This design comes from an exercise in tuning for small area, a short achievable clock period and few clock cycles on the open sky130 flow, not from production work. Function was checked by simulation only, so behaviour that the tests miss may differ from the original. No activity file was given, so power comes from the tool's default toggle rates.

==> try-maple: inputs <==
==> flow/design.v <==
`timescale 1ns / 1ps
package hrq_pkg;
    localparam int DEPTH = 16;
    localparam int IDX_W = 4;
    localparam int CNT_W = 5;
    localparam int OP_W     = 2;
    localparam int ID_W     = 8;
    localparam int TIME_W   = 16;
    localparam int PRIO_W   = 21;
    localparam int STATUS_W = 2;
    localparam int IN_DATA_W  = 64;
    localparam int OUT_DATA_W = 16;
    localparam int EST_LSB    = ID_W;
    localparam int WAIT_LSB   = EST_LSB + TIME_W;
    localparam int PRIO_LSB   = WAIT_LSB + TIME_W;
    localparam logic [OP_W-1:0] OP_ENQUEUE = 2'd0;
    localparam logic [OP_W-1:0] OP_DEQUEUE = 2'd1;
    localparam logic [OP_W-1:0] OP_TICK    = 2'd2;
    localparam logic [OP_W-1:0] OP_PICK    = 2'd3;
    localparam logic [STATUS_W-1:0] ST_OK        = 2'd0;
    localparam logic [STATUS_W-1:0] ST_FULL      = 2'd1;
    localparam logic [STATUS_W-1:0] ST_NOT_FOUND = 2'd2;
endpackage
`timescale 1ns / 1ps
`timescale 1ns / 1ps
module hrq_div (
    input  logic        i_clk,
    input  logic        i_rst_n,
    input  logic        i_load,    
    input  logic [15:0] i_wait,    
    input  logic [19:0] i_d,       
    output logic        o_busy,
    output logic        o_done,
    output logic [20:0] o_prio
);
    function automatic logic geq24(input logic [23:0] a, input logic [23:0] b);
        logic [31:0] g, p;
        g = '0;
        p = '1;
        for (int i = 0; i < 24; i++) begin
            g[i] = a[i] & !b[i];
            p[i] = a[i] | !b[i];
        end
        g[0] = p[0];             
        for (int w = 1; w < 32; w = w * 2) begin
            for (int i = 0; i + w < 32; i = i + 2 * w) begin
                g[i] = g[i + w] | (p[i + w] & g[i]);
                p[i] = p[i + w] & p[i];
            end
        end
        geq24 = g[0];
    endfunction
    function automatic logic [20:0] sub23(input logic [22:0] a, input logic [22:0] b);
        logic [22:0] g, p, x;
        logic [22:0] c;
        for (int i = 0; i < 23; i++) begin
            g[i] = a[i] & !b[i];
            p[i] = a[i] | !b[i];
            x[i] = a[i] ^ !b[i];
        end
        g[0] = p[0];
        for (int l = 0; l < 5; l++) begin
            for (int i = 0; i < 23; i++) begin
                if ((i >> l) & 1) begin
                    g[i] = g[i] | (p[i] & g[((i >> l) << l) - 1]);
                    p[i] = p[i] & p[((i >> l) << l) - 1];
                end
            end
        end
        c[0] = 1'b1;
        for (int i = 1; i < 23; i++) c[i] = g[i - 1];
        sub23 = {g[22], 20'(x[19:0] ^ c[19:0])};
    endfunction
    function automatic logic [21:0] add22(input logic [21:0] a, input logic [21:0] b);
        logic [21:0] g, p, x;
        logic [21:0] c;
        for (int i = 0; i < 22; i++) begin
            g[i] = a[i] & b[i];
            p[i] = a[i] | b[i];
            x[i] = a[i] ^ b[i];
        end
        for (int l = 0; l < 5; l++) begin
            for (int i = 0; i < 22; i++) begin
                if ((i >> l) & 1) begin
                    g[i] = g[i] | (p[i] & g[((i >> l) << l) - 1]);
                    p[i] = p[i] & p[((i >> l) << l) - 1];
                end
            end
        end
        c[0] = 1'b0;
        for (int i = 1; i < 22; i++) c[i] = g[i - 1];
        add22 = x ^ c;
    endfunction
    logic        r_prep;     
    logic        r_busy;     
    logic [3:0]  r_cnt;
    logic [19:0] r_d;
    logic [21:0] r_d3;
    logic [19:0] r_rem;
    logic [21:0] r_nq;
    logic [15:0] r_w;
    logic [23:0] num;
    logic        est0;
    logic [6:0]  z;       
    logic [6:0]  st;
    logic [19:0] rem0;
    logic [21:0] nq0;
    logic [3:0]  cnt0;
    assign num  = {r_w, 8'd0};
    assign est0 = (r_d == 20'd0);
    function automatic int pj(input int j);
        pj = (j == 6) ? 22 : 4 * j;
    endfunction
    always_comb begin
        for (int j = 0; j < 6; j++)
            z[j] = !geq24(num >> pj(j), {4'd0, r_d});
        z[6] = 1'b1;
        rem0 = '0;
        nq0  = '0;
        cnt0 = '0;
        for (int j = 0; j <= 6; j++) begin
            st[j] = z[j] && ((j == 0) || !z[(j == 0) ? 0 : j - 1]);
            if (st[j]) begin
                rem0 = rem0 | 20'(num >> pj(j));
                nq0  = nq0 | 22'(num << (22 - pj(j)));
                cnt0 = cnt0 | 4'(pj(j) / 2);
            end
        end
    end
    logic [22:0] r4;
    logic [20:0] s1, s2, s3;
    logic [19:0] rem1;
    logic [1:0]  dig;
    logic [12:0] hi_inc;
    logic        cy;
    always_comb begin
        r4 = {1'b0, r_rem, r_nq[21:20]};
        s1 = sub23(r4, {3'd0, r_d});
        s2 = sub23(r4, {2'd0, r_d, 1'b0});
        s3 = sub23(r4, {1'b0, r_d3});
        if (s3[20]) begin
            dig = 2'd3; rem1 = s3[19:0];
        end else if (s2[20]) begin
            dig = 2'd2; rem1 = s2[19:0];
        end else if (s1[20]) begin
            dig = 2'd1; rem1 = s1[19:0];
        end else begin
            dig = 2'd0; rem1 = r4[19:0];
        end
        cy = 1'b1;
        for (int i = 0; i < 13; i++) begin
            hi_inc[i] = r_nq[6 + i] ^ cy;
            cy = cy & r_nq[6 + i];
        end
    end
    logic last;
    assign last   = r_busy && (r_cnt == 4'd1);
    assign o_busy = r_prep || r_busy;
    assign o_done = (r_prep && (est0 || st[0])) || last;
    assign o_prio = r_prep ? (est0 ? 21'h1FFFFF : 21'd256)
                           : {hi_inc, r_nq[5:0], dig};
    always_ff @(posedge i_clk) begin
        if (!i_rst_n) begin
            r_prep <= 1'b0;
            r_busy <= 1'b0;
        end else begin
            r_prep <= i_load;
            if (r_prep)
                r_busy <= !est0 && !st[0];
            else if (last)
                r_busy <= 1'b0;
        end
        if (i_load) begin
            r_w <= i_wait;
            r_d <= i_d;
        end
        if (r_prep) begin
            r_cnt <= cnt0;
            r_d3  <= add22({2'd0, r_d}, {1'b0, r_d, 1'b0});
            r_rem <= rem0;
            r_nq  <= nq0;
        end else if (r_busy) begin
            r_cnt <= r_cnt - 4'd1;
            r_rem <= rem1;
            r_nq  <= {r_nq[19:0], dig};
        end
    end
endmodule
`timescale 1ns / 1ps
module hrrn_ready_queue_core (
    input  logic                             i_clk,
    input  logic                             i_rst_n,
    input  logic                             i_s_axis_tvalid,
    output logic                             o_s_axis_tready,
    input  logic [hrq_pkg::IN_DATA_W-1:0]    i_s_axis_tdata,
    input  logic [hrq_pkg::OP_W-1:0]         i_s_axis_tuser,
    output logic                             o_m_axis_tvalid,
    input  logic                             i_m_axis_tready,
    output logic [hrq_pkg::OUT_DATA_W-1:0]   o_m_axis_tdata
);
    localparam int N = hrq_pkg::DEPTH;
    logic        x_v;
    logic [1:0]  x_op;
    logic [60:0] x_d;
    logic [7:0]  in_id;
    logic [15:0] in_est;
    logic [15:0] in_wait;
    logic [20:0] in_prio;
    logic [1:0]  in_op;
    logic [19:0] in_d;
    assign in_id   = x_d[7:0];
    assign in_est  = x_d[23:8];
    assign in_wait = x_d[39:24];
    assign in_prio = x_d[60:40];
    assign in_op   = x_op;
    assign in_d    = add20({1'b0, in_est, 3'b000}, {3'b000, in_est, 1'b0});
    function automatic logic [19:0] add20(input logic [19:0] a, input logic [19:0] b);
        logic [19:0] g, p, x;
        logic [19:0] c;
        for (int i = 0; i < 20; i++) begin
            g[i] = a[i] & b[i];
            p[i] = a[i] | b[i];
            x[i] = a[i] ^ b[i];
        end
        for (int l = 0; l < 5; l++) begin
            for (int i = 0; i < 20; i++) begin
                if ((i >> l) & 1) begin
                    g[i] = g[i] | (p[i] & g[((i >> l) << l) - 1]);
                    p[i] = p[i] & p[((i >> l) << l) - 1];
                end
            end
        end
        c[0] = 1'b0;
        for (int i = 1; i < 20; i++) c[i] = g[i - 1];
        add20 = x ^ c;
    endfunction
    function automatic logic [1:0] cmp21(input logic [20:0] a, input logic [20:0] b);
        logic [31:0] g, p;
        g = '0;
        p = '1;
        for (int i = 0; i < 21; i++) begin
            g[i] = a[i] & !b[i];
            p[i] = a[i] | !b[i];
        end
        for (int w = 1; w < 32; w = w * 2) begin
            for (int i = 0; i + w < 32; i = i + 2 * w) begin
                g[i] = g[i + w] | (p[i + w] & g[i]);
                p[i] = p[i + w] & p[i];
            end
        end
        cmp21 = {g[0], g[0] | p[0]};
    endfunction
    logic [N-1:0]        t_val;
    logic [N-1:0][7:0]   t_job;
    logic [N-1:0][19:0]  t_d;      
    logic [N-1:0][15:0]  t_wait;
    logic [N-1:0][20:0]  t_prio;
    logic [N-1:0][N-1:0] r_bef;    
    logic [N-1:0][N-1:0] r_beat;   
    logic [4:0]          cnt;
    logic        o_v;
    logic [1:0]  o_st;
    logic          tk_p, tk_g;
    logic [N-1:0]  tk_slot;
    logic          dv_busy, dv_done;
    logic [20:0]   dv_prio;
    logic [N-1:0][N-1:0] bef, beat;
    always_comb begin
        for (int a = 0; a < N; a++) begin
            for (int b = 0; b < N; b++) begin
                if (a < b) begin
                    bef[a][b]  = r_bef[a][b];
                    beat[a][b] = r_beat[a][b];
                end else if (a > b) begin
                    bef[a][b]  = !r_bef[b][a];
                    beat[a][b] = !r_beat[b][a];
                end else begin
                    bef[a][b]  = 1'b0;
                    beat[a][b] = 1'b0;
                end
            end
        end
    end
    logic tk_busy, out_free, acc, go, full;
    logic is_enq, is_deq, is_tick;
    assign tk_busy  = tk_p || dv_busy || tk_g;
    assign out_free = !o_v || i_m_axis_tready;
    assign go      = x_v && !tk_busy && out_free;    
    assign o_s_axis_tready = !x_v || (go && !(is_tick && anym)) || tk_g;
    assign acc     = go;
    assign full    = cnt[4];
    assign is_enq  = (in_op == hrq_pkg::OP_ENQUEUE);
    assign is_deq  = (in_op == hrq_pkg::OP_DEQUEUE);
    assign is_tick = (in_op == hrq_pkg::OP_TICK);
    logic [20:0]  cmp_p;
    logic [N-1:0] gt, ge, m, lt, sel, z, after, first, f, newbeat, wsl;
    logic anym;
    assign cmp_p = in_prio;    
    always_comb begin
        for (int s = 0; s < N; s++) begin
            {gt[s], ge[s]} = cmp21(cmp_p, t_prio[s]);
            m[s]  = t_val[s] && (t_job[s] == in_id);
            lt[s] = t_val[s] && gt[s];
            sel[s] = tk_g ? tk_slot[s] : (is_enq ? lt[s] : m[s]);
        end
        for (int t = 0; t < N; t++) begin
            z[t] = 1'b0;
            for (int u = 0; u < N; u++)
                if (u != t && sel[u] && bef[u][t]) z[t] = 1'b1;
            after[t]   = lt[t] || z[t];
            first[t]   = m[t] && !z[t];
            newbeat[t] = (tk_g ? z[t] : after[t]) ? ge[t] : gt[t];
        end
        for (int s = 0; s < N; s++) begin
            f[s] = !t_val[s];
            for (int j = 0; j < s; j++) if (!t_val[j]) f[s] = 1'b0;
        end
        wsl = tk_g ? tk_slot : f;
    end
    assign anym = |m;
    logic enq_do, deq_do, tk_look;
    assign enq_do  = acc && is_enq && !full;
    assign deq_do  = acc && is_deq && anym;
    assign tk_look = acc && is_tick && anym;
    logic [N-1:0] win;
    logic [7:0]   pick_id;
    always_comb begin
        pick_id = '0;
        for (int s = 0; s < N; s++) begin
            win[s] = t_val[s];
            for (int t = 0; t < N; t++)
                if (t != s && t_val[t] && !beat[s][t]) win[s] = 1'b0;
            pick_id = pick_id | (win[s] ? t_job[s] : 8'd0);
        end
    end
    assign o_m_axis_tvalid = o_v;
    assign o_m_axis_tdata  = {o_st, cnt, (cnt != 5'd0), pick_id};
    logic [15:0] rd_wait, wp;
    logic [19:0] rd_d;
    always_comb begin
        rd_wait = '0;
        rd_d    = '0;
        for (int s = 0; s < N; s++) begin
            rd_wait = rd_wait | (tk_slot[s] ? t_wait[s] : 16'd0);
            rd_d    = rd_d    | (tk_slot[s] ? t_d[s]    : 20'd0);
        end
    end
    always_comb begin
        logic cy;
        cy = 1'b1;
        for (int i = 0; i < 16; i++) begin
            wp[i] = rd_wait[i] ^ cy;
            cy = cy & rd_wait[i];
        end
        if (cy) wp = 16'hFFFF;
    end
    logic [15:0] wr_wait;
    assign wr_wait = tk_p ? wp : in_wait;
    hrq_div u_div (
        .i_clk   (i_clk),
        .i_rst_n (i_rst_n),
        .i_load  (tk_p),
        .i_wait  (wp),
        .i_d     (rd_d),
        .o_busy  (dv_busy),
        .o_done  (dv_done),
        .o_prio  (dv_prio)
    );
    always_ff @(posedge i_clk) begin
        if (!i_rst_n) begin
            x_v   <= 1'b0;
            o_v   <= 1'b0;
            t_val <= '0;
            cnt   <= '0;
            tk_p  <= 1'b0;
            tk_g  <= 1'b0;
        end else begin
            if (o_s_axis_tready) x_v <= i_s_axis_tvalid;
            tk_p <= tk_look;
            tk_g <= dv_done;
            if (acc)
                o_v <= !tk_look;
            else if (tk_g)
                o_v <= 1'b1;
            else if (i_m_axis_tready)
                o_v <= 1'b0;
            if (enq_do) begin
                cnt   <= cnt + 5'd1;
                t_val <= t_val | f;
            end else if (deq_do) begin
                cnt   <= cnt - 5'd1;
                t_val <= t_val & ~first;
            end
        end
        if (o_s_axis_tready) begin
            x_op <= i_s_axis_tuser;
            x_d  <= i_s_axis_tdata[60:0];
        end else if (dv_done) begin
            x_d[60:40] <= dv_prio;
        end
        if (acc) begin
            if (is_enq)
                o_st <= full ? hrq_pkg::ST_FULL : hrq_pkg::ST_OK;
            else if ((is_deq || is_tick) && !anym)
                o_st <= hrq_pkg::ST_NOT_FOUND;
            else
                o_st <= hrq_pkg::ST_OK;
        end
        if (tk_look) tk_slot <= first;
        for (int s = 0; s < N; s++) begin
            if (enq_do && f[s]) begin
                t_job[s]  <= in_id;
                t_d[s]    <= in_d;
            end
            if ((enq_do && f[s]) || (tk_p && tk_slot[s])) t_wait[s] <= wr_wait;
            if ((enq_do && f[s]) || (tk_g && tk_slot[s])) t_prio[s] <= cmp_p;
        end
        for (int a = 0; a < N; a++) begin
            for (int b = a + 1; b < N; b++) begin
                if (enq_do && (f[a] || f[b]))
                    r_bef[a][b] <= f[a] ? after[b] : !after[a];
                if ((enq_do || tk_g) && (wsl[a] || wsl[b]))
                    r_beat[a][b] <= wsl[a] ? newbeat[b] : !newbeat[a];
            end
        end
    end
endmodule
==> flow/run.sh <==
#!/bin/bash
# synth_recipe.tcl (not shown) runs the flow's synth.tcl, then flattens the netlist and writes it again
# the make line also repeats each setting of config.mk as NAME=value (left out here)
make -C /OpenROAD-flow-scripts/flow DESIGN_CONFIG=/design/flow/config.mk WORK_HOME=/design/flow/orfs CLKGATE_MAP_FILE= SYNTH_SCRIPT=/design/flow/synth_recipe.tcl finish
==> flow/config.mk <==
export PLATFORM = sky130hd
export DESIGN_NAME = hrrn_ready_queue_core
export DESIGN_NICKNAME = hrrn_ready_queue_core
export VERILOG_FILES = /design/flow/design.v
export SDC_FILE = /design/flow/constraint.sdc
export NUM_CORES = 4
export LEC_CHECK = 0
export CAP_MARGIN = 20
export CORE_MARGIN = 2
export CORE_UTILIZATION = 40
export SLEW_MARGIN = 20
==> flow/constraint.sdc <==
create_clock -name core_clock -period 5.0 [get_ports {i_clk}]
set_input_delay 1.0000 -clock core_clock [delete_from_list [all_inputs] [get_ports {i_clk}]]
set_output_delay 1.0000 -clock core_clock [all_outputs]
set_load 0.01 [all_outputs]
==> try-fjord: changes against try-maple <==
--- a/flow/design.v
+++ b/flow/design.v
@@ -31,4 +31,6 @@
     input  logic [19:0] i_d,       
     output logic        o_busy,
+    output logic        o_prep,    
+    output logic [15:0] o_wait,    
     output logic        o_done,
     output logic [20:0] o_prio
@@ -157,4 +159,6 @@
     assign last   = r_busy && (r_cnt == 4'd1);
     assign o_busy = r_prep || r_busy;
+    assign o_prep = r_prep;
+    assign o_wait = r_w;
     assign o_done = (r_prep && (est0 || st[0])) || last;
     assign o_prio = r_prep ? (est0 ? 21'h1FFFFF : 21'd256)
@@ -257,13 +261,16 @@
     logic [N-1:0][20:0]  t_prio;
     logic [N-1:0][N-1:0] r_bef;    
-    logic [N-1:0][N-1:0] r_beat;   
+    logic [N-1:0]        best;     
+    logic                rc;       
     logic [4:0]          cnt;
-    logic        o_v;
+    logic        o_v, q1_v, pend;
+    logic [15:0] o_d, q1_d;
     logic [1:0]  o_st;
-    logic          tk_p, tk_g;
+    logic        rc_f;     
+    logic          tk_g;
     logic [N-1:0]  tk_slot;
     logic          dv_busy, dv_done;
     logic [20:0]   dv_prio;
-    logic [N-1:0][N-1:0] bef, beat;
+    logic [N-1:0][N-1:0] bef;
     always_comb begin
         for (int a = 0; a < N; a++) begin
@@ -271,21 +278,20 @@
                 if (a < b) begin
                     bef[a][b]  = r_bef[a][b];
-                    beat[a][b] = r_beat[a][b];
                 end else if (a > b) begin
                     bef[a][b]  = !r_bef[b][a];
-                    beat[a][b] = !r_beat[b][a];
                 end else begin
                     bef[a][b]  = 1'b0;
-                    beat[a][b] = 1'b0;
                 end
             end
         end
     end
-    logic tk_busy, out_free, acc, go, full;
+    logic tk_busy, acc, go, full, xdone;
+    logic rc_deq, rc_tk, any_g;
     logic is_enq, is_deq, is_tick;
-    assign tk_busy  = tk_p || dv_busy || tk_g;
-    assign out_free = !o_v || i_m_axis_tready;
-    assign go      = x_v && !tk_busy && out_free;    
-    assign o_s_axis_tready = !x_v || (go && !(is_tick && anym)) || tk_g;
+    assign tk_busy  = dv_busy || tk_g;
+    assign go      = x_v && !tk_busy && !rc && !rc_f && !(pend && o_v && q1_v);
+    assign xdone   = (go && !(is_tick && anym) && !rc_deq) || (tk_g && !rc_tk) || rc_f;
+    assign o_s_axis_tready = !x_v || (go && !(is_tick && anym) && !rc_deq) ||
+                             (tk_g && !(|(tk_slot & best))) || rc_f;
     assign acc     = go;
     assign full    = cnt[4];
@@ -294,5 +300,6 @@
     assign is_tick = (in_op == hrq_pkg::OP_TICK);
     logic [20:0]  cmp_p;
-    logic [N-1:0] gt, ge, m, lt, sel, z, after, first, f, newbeat, wsl;
+    logic [N-1:0] gt, ge, m, lt, sel, z, ze, after, first, f, newbeat, greater;
+    logic nb_best, s_wins;
     logic anym;
     assign cmp_p = in_prio;    
@@ -302,12 +309,16 @@
             m[s]  = t_val[s] && (t_job[s] == in_id);
             lt[s] = t_val[s] && gt[s];
-            sel[s] = tk_g ? tk_slot[s] : (is_enq ? lt[s] : m[s]);
+            greater[s] = t_val[s] && !ge[s];
+            sel[s] = (tk_g || rc_f) ? tk_slot[s] : m[s];
         end
         for (int t = 0; t < N; t++) begin
-            z[t] = 1'b0;
-            for (int u = 0; u < N; u++)
+            z[t]  = 1'b0;
+            ze[t] = 1'b0;
+            for (int u = 0; u < N; u++) begin
                 if (u != t && sel[u] && bef[u][t]) z[t] = 1'b1;
-            after[t]   = lt[t] || z[t];
-            first[t]   = m[t] && !z[t];
+                if (u != t && lt[u] && bef[u][t]) ze[t] = 1'b1;
+            end
+            after[t]   = lt[t] || ze[t];
+            first[t]   = sel[t] && !z[t];
             newbeat[t] = (tk_g ? z[t] : after[t]) ? ge[t] : gt[t];
         end
@@ -316,25 +327,51 @@
             for (int j = 0; j < s; j++) if (!t_val[j]) f[s] = 1'b0;
         end
-        wsl = tk_g ? tk_slot : f;
     end
-    assign anym = |m;
+    assign anym  = |m;
+    assign any_g = |greater;
+    logic bhead;
+    always_comb begin
+        bhead = 1'b1;
+        for (int u = 0; u < N; u++)
+            if (t_val[u] && !best[u] && |(best & bef[u])) bhead = 1'b0;
+    end
+    assign nb_best = |(best & gt) || (|(best & ge) && !bhead);
+    always_comb begin
+        s_wins = 1'b1;
+        for (int t = 0; t < N; t++)
+            if (t_val[t] && !tk_slot[t] && !newbeat[t]) s_wins = 1'b0;
+    end
+    assign rc_deq = go && is_deq && |(m & best) && (cnt != 5'd1);
+    assign rc_tk  = tk_g && |(tk_slot & best) && !s_wins;
+    logic [N-1:0] cset, csel;
+    logic [20:0]  rd_prio;
+    always_comb begin
+        cset = rc ? greater : (t_val & ~best);
+        rd_prio = '0;
+        for (int s = 0; s < N; s++) begin
+            csel[s] = cset[s];
+            for (int j = 0; j < s; j++) if (cset[j]) csel[s] = 1'b0;
+            rd_prio = rd_prio | (csel[s] ? t_prio[s] : 21'd0);
+        end
+    end
     logic enq_do, deq_do, tk_look;
     assign enq_do  = acc && is_enq && !full;
     assign deq_do  = acc && is_deq && anym;
     assign tk_look = acc && is_tick && anym;
-    logic [N-1:0] win;
     logic [7:0]   pick_id;
     always_comb begin
         pick_id = '0;
-        for (int s = 0; s < N; s++) begin
-            win[s] = t_val[s];
-            for (int t = 0; t < N; t++)
-                if (t != s && t_val[t] && !beat[s][t]) win[s] = 1'b0;
-            pick_id = pick_id | (win[s] ? t_job[s] : 8'd0);
-        end
+        for (int s = 0; s < N; s++)
+            pick_id = pick_id | (best[s] ? t_job[s] : 8'd0);
     end
+    logic [15:0] res;
+    logic        pop, cap;
+    assign res  = {o_st, cnt, (cnt != 5'd0), (cnt != 5'd0) ? pick_id : 8'd0};
+    assign pop  = o_v && i_m_axis_tready;
+    assign cap  = pend && !(o_v && q1_v && !pop);
     assign o_m_axis_tvalid = o_v;
-    assign o_m_axis_tdata  = {o_st, cnt, (cnt != 5'd0), pick_id};
-    logic [15:0] rd_wait, wp;
+    assign o_m_axis_tdata  = o_d;
+    logic [15:0] rd_wait, wp, wsrc, dv_w;
+    logic        dv_prep;
     logic [19:0] rd_d;
     always_comb begin
@@ -342,6 +379,6 @@
         rd_d    = '0;
         for (int s = 0; s < N; s++) begin
-            rd_wait = rd_wait | (tk_slot[s] ? t_wait[s] : 16'd0);
-            rd_d    = rd_d    | (tk_slot[s] ? t_d[s]    : 20'd0);
+            rd_wait = rd_wait | (first[s] ? t_wait[s] : 16'd0);
+            rd_d    = rd_d    | (first[s] ? t_d[s]    : 20'd0);
         end
     end
@@ -350,18 +387,21 @@
         cy = 1'b1;
         for (int i = 0; i < 16; i++) begin
-            wp[i] = rd_wait[i] ^ cy;
-            cy = cy & rd_wait[i];
+            wp[i] = wsrc[i] ^ cy;
+            cy = cy & wsrc[i];
         end
         if (cy) wp = 16'hFFFF;
     end
     logic [15:0] wr_wait;
-    assign wr_wait = tk_p ? wp : in_wait;
+    assign wsrc    = dv_prep ? dv_w : in_wait;
+    assign wr_wait = wp;
     hrq_div u_div (
         .i_clk   (i_clk),
         .i_rst_n (i_rst_n),
-        .i_load  (tk_p),
-        .i_wait  (wp),
+        .i_load  (tk_look),
+        .i_wait  (rd_wait),
         .i_d     (rd_d),
         .o_busy  (dv_busy),
+        .o_prep  (dv_prep),
+        .o_wait  (dv_w),
         .o_done  (dv_done),
         .o_prio  (dv_prio)
@@ -373,16 +413,24 @@
             t_val <= '0;
             cnt   <= '0;
-            tk_p  <= 1'b0;
             tk_g  <= 1'b0;
+            rc    <= 1'b0;
+            rc_f  <= 1'b0;
+            pend  <= 1'b0;
+            q1_v  <= 1'b0;
         end else begin
             if (o_s_axis_tready) x_v <= i_s_axis_tvalid;
-            tk_p <= tk_look;
+            else if (xdone)      x_v <= 1'b0;
             tk_g <= dv_done;
-            if (acc)
-                o_v <= !tk_look;
-            else if (tk_g)
-                o_v <= 1'b1;
-            else if (i_m_axis_tready)
-                o_v <= 1'b0;
+            pend <= xdone || (pend && !cap);
+            if (pop) begin
+                o_v  <= q1_v || cap;
+                q1_v <= q1_v && cap;
+            end else if (!o_v) begin
+                o_v  <= cap;
+            end else if (!q1_v) begin
+                q1_v <= cap;
+            end
+            rc   <= rc_deq || rc_tk || (rc && any_g);
+            rc_f <= rc && !any_g;
             if (enq_do) begin
                 cnt   <= cnt + 5'd1;
@@ -398,4 +446,20 @@
         end else if (dv_done) begin
             x_d[60:40] <= dv_prio;
+        end else if (is_deq || tk_g || rc) begin
+            x_d[60:40] <= rd_prio;
+        end
+        if (enq_do && (cnt == 5'd0 || nb_best))
+            best <= f;
+        else if (tk_g && s_wins)
+            best <= tk_slot;
+        else if (rc_f)
+            best <= first;
+        if (pop) begin
+            o_d  <= q1_v ? q1_d : res;
+            q1_d <= res;
+        end else if (!o_v) begin
+            o_d  <= res;
+        end else if (!q1_v) begin
+            q1_d <= res;
         end
         if (acc) begin
@@ -408,4 +472,5 @@
         end
         if (tk_look) tk_slot <= first;
+        else if (rc && !any_g) tk_slot <= t_val & ge & ~gt;    
         for (int s = 0; s < N; s++) begin
             if (enq_do && f[s]) begin
@@ -413,5 +478,5 @@
                 t_d[s]    <= in_d;
             end
-            if ((enq_do && f[s]) || (tk_p && tk_slot[s])) t_wait[s] <= wr_wait;
+            if ((enq_do && f[s]) || (dv_prep && tk_slot[s])) t_wait[s] <= wr_wait;
             if ((enq_do && f[s]) || (tk_g && tk_slot[s])) t_prio[s] <= cmp_p;
         end
@@ -420,6 +485,4 @@
                 if (enq_do && (f[a] || f[b]))
                     r_bef[a][b] <= f[a] ? after[b] : !after[a];
-                if ((enq_do || tk_g) && (wsl[a] || wsl[b]))
-                    r_beat[a][b] <= wsl[a] ? newbeat[b] : !newbeat[a];
             end
         end
--- a/flow/config.mk
+++ b/flow/config.mk
@@ -9,3 +9,4 @@
 export CORE_MARGIN = 2
 export CORE_UTILIZATION = 40
+export SETUP_SLACK_MARGIN = 0.5
 export SLEW_MARGIN = 20
==> qor summary <==
                                                                      try-fjord                 try-maple
Number of enable-type register cells in the synthesized netlist            1375                      1447
Average via count per standard cell                                        6.69                      6.42
Pre-CTS WS                                                               120 ps                   -226 ps
Mux share of post-synthesis cell area                                   0.00984                    0.0114
Part of the Yosys area used for sequential elements                       0.562                     0.600
Outcome                                                          finished clean  finished with violations
Layout check failures                                                         -      negative setup slack
Xor/xnor cell area share of the yosys netlist                            0.0237                    0.0241
WL per Instance                                                    37.3 microns              33.4 microns
Die Outline Area                                                   190000 sq um              187000 sq um
Met1 wire length                                                 140000 microns            123000 microns
Met2 Routed Length                                               155000 microns            134000 microns
Syn nets                                                                   6725                      6285
Area used by multi-input combinational logic                        30700 sq um               27400 sq um
Max_slew headroom                                                         0.101                     0.172
Final Instance Count excl. Fillers                                         9585                      9170
Number of cells upsized or downsized after cts                               84                        58
Combinational power share                                                 0.092                     0.085
Met1 usage                                                                0.486                     0.435
Worst R2R End                                                          best[15]                  bef[190]
1st-iter DRT viols                                                        10500                      8630
Placed inst area                                                    83200 sq um               82500 sq um
Startpoint of the worst hold path                                       x_d[51]             u_div.r_nq[1]
HPWL reported at the end of detailed placement                   252000 microns            214000 microns
FP Rows                                                                     158                       157
Overall via count from detail_route                                       64100                     58900
Min cycle time layout                                                   4690 ps                   5000 ps
Testbench counts of try-maple, summed over its fixed seeds: cycles 8,224.
Testbench counts of try-fjord, summed over its fixed seeds: cycles 8,086.

-- re-timing with driven ports --
In the flow no input, the clock included, has a driving cell. The finished layouts below were timed again as built, in two steps.
Step 1: set_driving_cell puts a clkbuf_16 on i_clk and a buf_2 on each other input, an assumption about the parent block.
Step 2 adds t to the input delays and takes it off the output delays; t is the mean of the earliest and latest rising clock arrival at the registers after step 1. Input paths then give back, and output paths get back, about the clock's delay inside the block.
Slacks: no drivers / after step 1 / after step 2; pairs: no drivers / after step 1.
run	shift t [ns]	slack for setup (ns)	latest minus earliest clock arrival (ns)	slew at the worst register clock pin (ns)
try-maple	0.933	-0.004 / -0.097 / 0.032	0.063 / 0.063	0.07 / 0.07
try-fjord	0.927	0.306 / 0.215 / 0.413	0.056 / 0.056	0.07 / 0.07
